Background: an optimization exercise with open tools, aiming at a short achievable clock period. Do not read the settings as production practice. Only simulation tests tie the RTL to the original design; equivalence was not proved. Power is estimated from default activity; no workload was simulated.

$ cat flow/design.v
`timescale 1ns/1ps
module rob_top (
    input  logic        alu_broadcast,
    input  logic        rst,
    input  logic        dispatch_valid,
    input  logic [6:0]  dispatch_opcode,
    input  logic [2:0]  dispatch_funct3,
    input  logic [4:0]  dispatch_rd,
    input  logic [31:0] dispatch_pc,
    input  logic        dispatch_predicted_taken,
    input  logic        alu_wb_valid,
    input  logic [3:0]  alu_wb_tag,
    input  logic [31:0] alu_wb_value,
    input  logic [31:0] alu_wb_addr,
    input  logic        lsb_wb_valid,
    input  logic [3:0]  lsb_wb_tag,
    input  logic [31:0] lsb_wb_value,
    input  logic [31:0] lsb_wb_addr,
    input  logic        store_done,
    output logic        reg_commit_valid,
    output logic [4:0]  reg_commit_rd,
    output logic [3:0]  reg_commit_tag,
    output logic [31:0] reg_commit_value,
    output logic        store_req_valid,
    output logic [1:0]  store_req_size,
    output logic [31:0] store_req_addr,
    output logic [31:0] store_req_data,
    output logic        credit_return,
    output logic        redirect,
    output logic [31:0] redirect_pc
);
    localparam int n = 16;
    localparam logic [6:0] opc_store  = 7'b0100011;
    localparam logic [6:0] opc_branch = 7'b1100011;
    logic [n-1:0] tail_oh;       
    logic [n-1:0] head_oh;       
    logic [3:0]   head_bin;      
    logic [3:0]   head_bin1;     
    logic         rt;            
    logic         fl;            
    logic         swait;         
    logic [n-1:0] ready;         
    logic [31:0]  t_value [n];
    logic [31:0]  t_addr  [n];
    logic [4:0]   t_aux   [n];
    logic [n-1:0] t_st, t_br;
    logic [31:0] h_value, h_addr;
    logic [4:0]  h_aux;
    logic        h_st, h_br;
    logic        rdy0, rdy1;
    always_comb begin
        h_value = 32'd0;
        h_addr  = 32'd0;
        h_aux   = 5'd0;
        h_st    = 1'b0;
        h_br    = 1'b0;
        rdy0    = 1'b0;
        rdy1    = 1'b0;
        for (int i = 0; i < n; i++) begin
            h_value = h_value | ({32{head_oh[i]}} & t_value[i]);
            h_addr  = h_addr  | ({32{head_oh[i]}} & t_addr[i]);
            h_aux   = h_aux   | ({5{head_oh[i]}} & t_aux[i]);
            h_st    = h_st    | (head_oh[i] & t_st[i]);
            h_br    = h_br    | (head_oh[i] & t_br[i]);
            rdy0    = rdy0    | (head_oh[i] & ready[i]);
            rdy1    = rdy1    | (head_oh[(i + n - 1) % n] & ready[i]);
        end
    end
    logic mispredict;
    assign mispredict = h_br && (h_value[0] != h_aux[0]);
    logic        d_st, d_br;
    logic [4:0]  d_aux;
    logic [31:0] d_pc4;
    always_comb begin
        d_st  = (dispatch_opcode == opc_store);
        d_br  = (dispatch_opcode == opc_branch);
        d_pc4 = dispatch_pc + 32'd4;
        if (d_st) begin
            d_aux = {3'd0, (dispatch_funct3[1:0] == 2'b00) ? 2'd0 :
                           (dispatch_funct3[1:0] == 2'b01) ? 2'd1 : 2'd2};
        end else if (d_br) begin
            d_aux = {4'd0, dispatch_predicted_taken};
        end else begin
            d_aux = dispatch_rd;
        end
    end
    logic         restart;       
    logic [3:0]   nb;            
    logic [n-1:0] nh_oh;         
    logic [n-1:0] dec_a, dec_l;  
    logic         eq_a, eq_l;    
    logic         idle_n;        
    logic         rt_n;
    assign restart = rst || fl;
    always_comb begin
        if (restart) begin
            nb    = 4'd0;
            nh_oh = n'(1);
        end else if (rt) begin
            nb    = head_bin1;
            nh_oh = {head_oh[n-2:0], head_oh[n-1]};
        end else begin
            nb    = head_bin;
            nh_oh = head_oh;
        end
        for (int i = 0; i < n; i++) begin
            dec_a[i] = alu_wb_valid && (alu_wb_tag == 4'(i));
            dec_l[i] = lsb_wb_valid && (lsb_wb_tag == 4'(i));
        end
    end
    assign eq_a   = alu_wb_valid && (alu_wb_tag == nb);
    assign eq_l   = lsb_wb_valid && (lsb_wb_tag == nb);
    assign idle_n = swait ? store_done : !(rt && h_st);
    assign rt_n   = !restart && !(rt && mispredict) && idle_n &&
                    ((rt ? rdy1 : rdy0) || eq_a || eq_l);
    always_ff @(posedge alu_broadcast) begin
        head_oh   <= nh_oh;
        head_bin  <= nb;
        head_bin1 <= nb + 4'd1;
        if (restart) begin
            tail_oh <= n'(1);
        end else if (dispatch_valid) begin
            tail_oh <= {tail_oh[n-2:0], tail_oh[n-1]};
        end
        if (rst) begin
            rt               <= 1'b0;
            fl               <= 1'b0;
            swait            <= 1'b0;
            ready            <= '0;
            reg_commit_valid <= 1'b0;
            store_req_valid  <= 1'b0;
            credit_return    <= 1'b0;
            redirect         <= 1'b0;
        end else begin
            rt               <= rt_n;
            fl               <= rt && mispredict;
            swait            <= !idle_n;
            ready            <= fl ? '0 : ((ready & ~({n{rt}} & head_oh)) | dec_a | dec_l);
            reg_commit_valid <= rt && !h_st && !h_br;
            store_req_valid  <= !idle_n;
            credit_return    <= rt;
            redirect         <= rt && mispredict;
        end
        reg_commit_rd    <= h_aux;
        reg_commit_tag   <= head_bin;
        reg_commit_value <= h_value;
        redirect_pc      <= h_addr;
        if (!swait) begin
            store_req_size <= h_aux[1:0];
            store_req_addr <= h_addr;
            store_req_data <= h_value;
        end
    end
    for (genvar i = 0; i < n; i++) begin : g_slot
        always_ff @(posedge alu_broadcast) begin
            if (dispatch_valid && tail_oh[i]) begin
                t_st[i]    <= d_st;
                t_br[i]    <= d_br;
                t_aux[i]   <= d_aux;
                t_value[i] <= d_pc4;
            end
            if (dec_a[i]) begin
                t_value[i] <= alu_wb_value;
                t_addr[i]  <= alu_wb_value[0] ? alu_wb_addr : t_value[i];
            end else if (dec_l[i]) begin
                t_value[i] <= lsb_wb_value;
                t_addr[i]  <= lsb_wb_addr;
            end
        end
    end
endmodule
$ cat flow/run.sh
#!/bin/bash
# synth_recipe.tcl (not shown) runs the flow's synth.tcl, then flattens the netlist and writes it again
# the make line also repeats each setting of config.mk as NAME=value (left out here)
make -C /OpenROAD-flow-scripts/flow DESIGN_CONFIG=/design/flow/config.mk WORK_HOME=/design/flow/orfs CLKGATE_MAP_FILE= SYNTH_SCRIPT=/design/flow/synth_recipe.tcl finish
$ cat flow/config.mk
export PLATFORM = sky130hd
export DESIGN_NAME = rob_top
export DESIGN_NICKNAME = rob_top
export VERILOG_FILES = /design/flow/design.v
export SDC_FILE = /design/flow/constraint.sdc
export NUM_CORES = 4
export LEC_CHECK = 0
export CAP_MARGIN = 20
export CORE_MARGIN = 2
export CORE_UTILIZATION = 40
export SLEW_MARGIN = 20
$ cat flow/constraint.sdc
create_clock -name core_clock -period 4.0 [get_ports {alu_broadcast}]
set_input_delay 0.8000 -clock core_clock [delete_from_list [all_inputs] [get_ports {alu_broadcast}]]
set_output_delay 0.8000 -clock core_clock [all_outputs]
set_load 0.01 [all_outputs]
==> out/results.txt <==
Pins Over Slew Limit = 0
final setup TNS = 0 ns
post-route ant nets = 0
Fmax achieved = 345 MHz
Setup CP Type = in -> reg
minimum period implied by the final worst setup slack = 2.90 ns
Period Utilization, post-route = 0.724
Total Routing Usage GR = 0.375
commonest non-fill, non-tap cell in the layout = edfxtp_1
H-tree depth = 4
vias in the first global route = 54900
ys async rst share = 0
Hold Violations, Final = 0
Final setup violation count = 0
sw power = 9110 uW
worst-case clock buffer depth = 3
DR pass1 iterations = 8
Lkg Pwr = 0.0280 uW
most used cell, CP = nand2_2
Reg power frac = 0.472
Seq cells post-synth = 1336
Post-Route WL = 327 mm
max cap viols = 0
share of the yosys chip area belonging to registers = 0.585
Worst R2R Start = head_oh[8]
Synth Net Count = 6964
initial DRC count = 12100
crit path DAT = 3.43 ns
vias = 60900
Worst-Margin Slew = 1.05 ns
Initial Utilization = 0.402
FP Rows = 149
Syn Area/Cell = 9.78 sq um
Die Y = 411 microns
Inserted Clock Buffers = 151
Reg clk slew, reported paths = 0.06 ns
core area = 165000 sq um
Clock Latency Late Sink = 0.86 ns
Final #Nets = 7003
Mapped Cells = 6772
biggest cell delay along the critical path = 0.73 ns
hold buffer count at CTS = 0
startpoint types = input pin
Primary FF master, synth = edfxtp_1
hold_ws = 0.354 ns
routability-driven placement congestion ratio = 0.981
first-pass GRT wire length = 440 mm
delay-heaviest family, CP = simple AND/OR/NAND/NOR gates
EDFF count, synth = 1202
fin area = 78000 sq um
share of layout cells above drive strength 1 = 0.102
critical path required time = 4.53 ns
crit-path max FO = 14
largest net degree at the start of global routing = 95
Worst Min Path Start = head_bin[0]
Slew headroom = 0.298
dpl cell area = 72900 sq um
CTS tree = done
root buf cell = clkbuf_16
clk_skew = 0.0538 ns
switching share of power = 0.265
Post-CTS Setup Repair Bufs = 0
# DRC = 0
die area = 169000 sq um
GRT overflow = 0
number of buffers added on ports = 331
clock sink count = 1336
Layout area overhead = 17.8%
Logic pwr share = 0.112
Final WS setup = 1.10 ns
fin cells = 9156
worst path buffer plus inverter count = 2
Clock power frac = 0.416
post-DR vias/cell = 6.65
hpwl dp = 206 mm
library cells used by synthesis = 55
IO Pins = 333
Worst Setup End Kind = flop
Post-Place Worst Slack = 0.173 ns
post-DR wirelength/cell = 35.7 microns
Max VDD drop = 0.000510 V
status = complete, no violations
worst setup path start = lsb_wb_tag[1]
number of gates resized after cts = 0
RSZ-0062 raised after global routing = no
cell count after placement = 8845
Hold Path Class = reg -> reg
initial antenna violation count = 60
most frequent cells in the layout = edfxtp_1 (1202), nand2_1 (1086), o21ai_0 (1081)
Pint = 25200 uW
Yosys Warn Count = 4
Die W = 411 microns
Netlist Area Pre-Place = 66200 sq um
P per Cell Area = 440 nW/um^2
critical path, cell by cell = clkdlybuf4s50_1 > nor2b_1 > nand2_2 > nand2_2 > buf_4
Slowest-stage cell, CP = clkdlybuf4s50_1
[registers in the layout (all words and copies together), names as in the netlist, 32 cells and up]
register,cells
t_addr,512
reg_commit_value,32
redirect_pc,32
t_value,512
store_req_addr,32
store_req_data,32
t_aux,80
[final timing paths]
check / end / slack, ns / cells after the start
max: t_addr[2][10] / 1.10 / 5
min reg2reg: reg_commit_tag[0] / 0.35 / 0
min: reg_commit_tag[0] / 0.35 / 0
max reg2reg: store_req_addr[1] / 1.36 / 3
[metrics by stage]
stage | utilization | power (uW)
2_1_floorplan | - | 18300
3_3_place_gp | 0.443 | 20100
3_5_place_dp | 0.443 | 20200
4_1_cts | 0.474 | 34100
5_1_grt | 0.474 | 35100
6_report | 0.474 | 34300
[Yosys cell counts (all sizes together), types with 2 or more instances]
cell type / count / area [sq um]
and3: 9 / 56.3
a21oi: 766 / 3830
edfxtp: 1202 / 36100
a22o: 282 / 2470
xor2: 13 / 136
and4: 5 / 46.3
inv: 22 / 82.6
nor2: 540 / 2080
nand4: 84 / 589
or3b: 2 / 17.5
a222oi: 2 / 20.0
a22oi: 17 / 128
and2: 38 / 238
nand2b: 36 / 225
o21ai: 1234 / 6180
dfxtp: 134 / 2680
xnor2: 26 / 419
nor4b: 2 / 17.5
nor3b: 2 / 15.0
or2: 4 / 25.0
nor3: 13 / 106
clkbuf: 582 / 2190
nand3: 44 / 240
mux2i: 4 / 40.0
nand2: 1126 / 4230
a221oi: 283 / 2480
ha: 2 / 25.0
nor2b: 5 / 31.3
a31oi: 51 / 319
buf: 205 / 951
a21o: 32 / 240
[final cells by class]
| type | instances | area (sq um) |
|---|---|---|
| antenna | 28 | 70.1 |
| clock buffer | 201 | 4120 |
| clock inverter | 80 | 958 |
| fill | 14900 | 86600 |
| inverter | 22 | 92.6 |
| multi-input combinational | 4627 | 24600 |
| sequential | 1336 | 38800 |
| tap | 2189 | 2740 |
| timing repair buffer | 673 | 6640 |
[routing by layer]
layer	routed length [microns]	global-route usage
met1	116000	0.478
met2	131000	0.518
met3	58700	0.182
met4	21200	0.204
met5	641	0.0107
[power groups by stage]
| stage | Combinational, uW | Clock, uW | Sequential (uW) |
|---|---|---|---|
| finish | 3840 | 14300 | 16200 |
| floorplan | 1780 | 0 | 16500 |
| detailed placement | 3680 | 0 | 16500 |
| CTS | 3690 | 14300 | 16200 |
| global route | 4040 | 14800 | 16200 |
| global placement | 3630 | 0 | 16500 |
[logic make-up (layout without fill, tap and decap cells)]
kind of cell / after synthesis / after routing / share of synthesized area
multiplexers: 4 / 4 / 0.000604
AO/OA/AOI/OAI: 2669 / 2669 / 0.237
adder cells (fa/ha/maj): 2 / 2 / 0.000378
other: 0 / 28 / 0
buffers and inverters: 809 / 976 / 0.0486
AND/OR/NAND/NOR: 1913 / 1913 / 0.120
flip-flops: 1336 / 1336 / 0.585
XOR/XNOR: 39 / 39 / 0.00839

re-timing with driven ports:
In the flow no input, the clock included, has a driving cell. The finished layout below was timed again as built, in two steps.
Step 1 sets driving cells, clkbuf_16 on the clock port and buf_2 on the other inputs (assumed; they add their load-dependent delay and slew).
Step 2, shift: input delay + t, output delay - t, t = (earliest + latest rising clock arrival at the registers) / 2. This alone moves slack from input paths to output paths.
Three values: no drivers, after step 1, after step 2; two values: the first two.
t, ns: 0.913
setup slack, ns: 1.102 / 1.155 / 0.242
clock arrival spread, ns: 0.058 / 0.058
pins driven straight from the clock port: 1
After both steps setup and hold are still met in this run. The setup slack of this run moves by +0.053 ns with the drivers and by -0.860 ns with both steps.
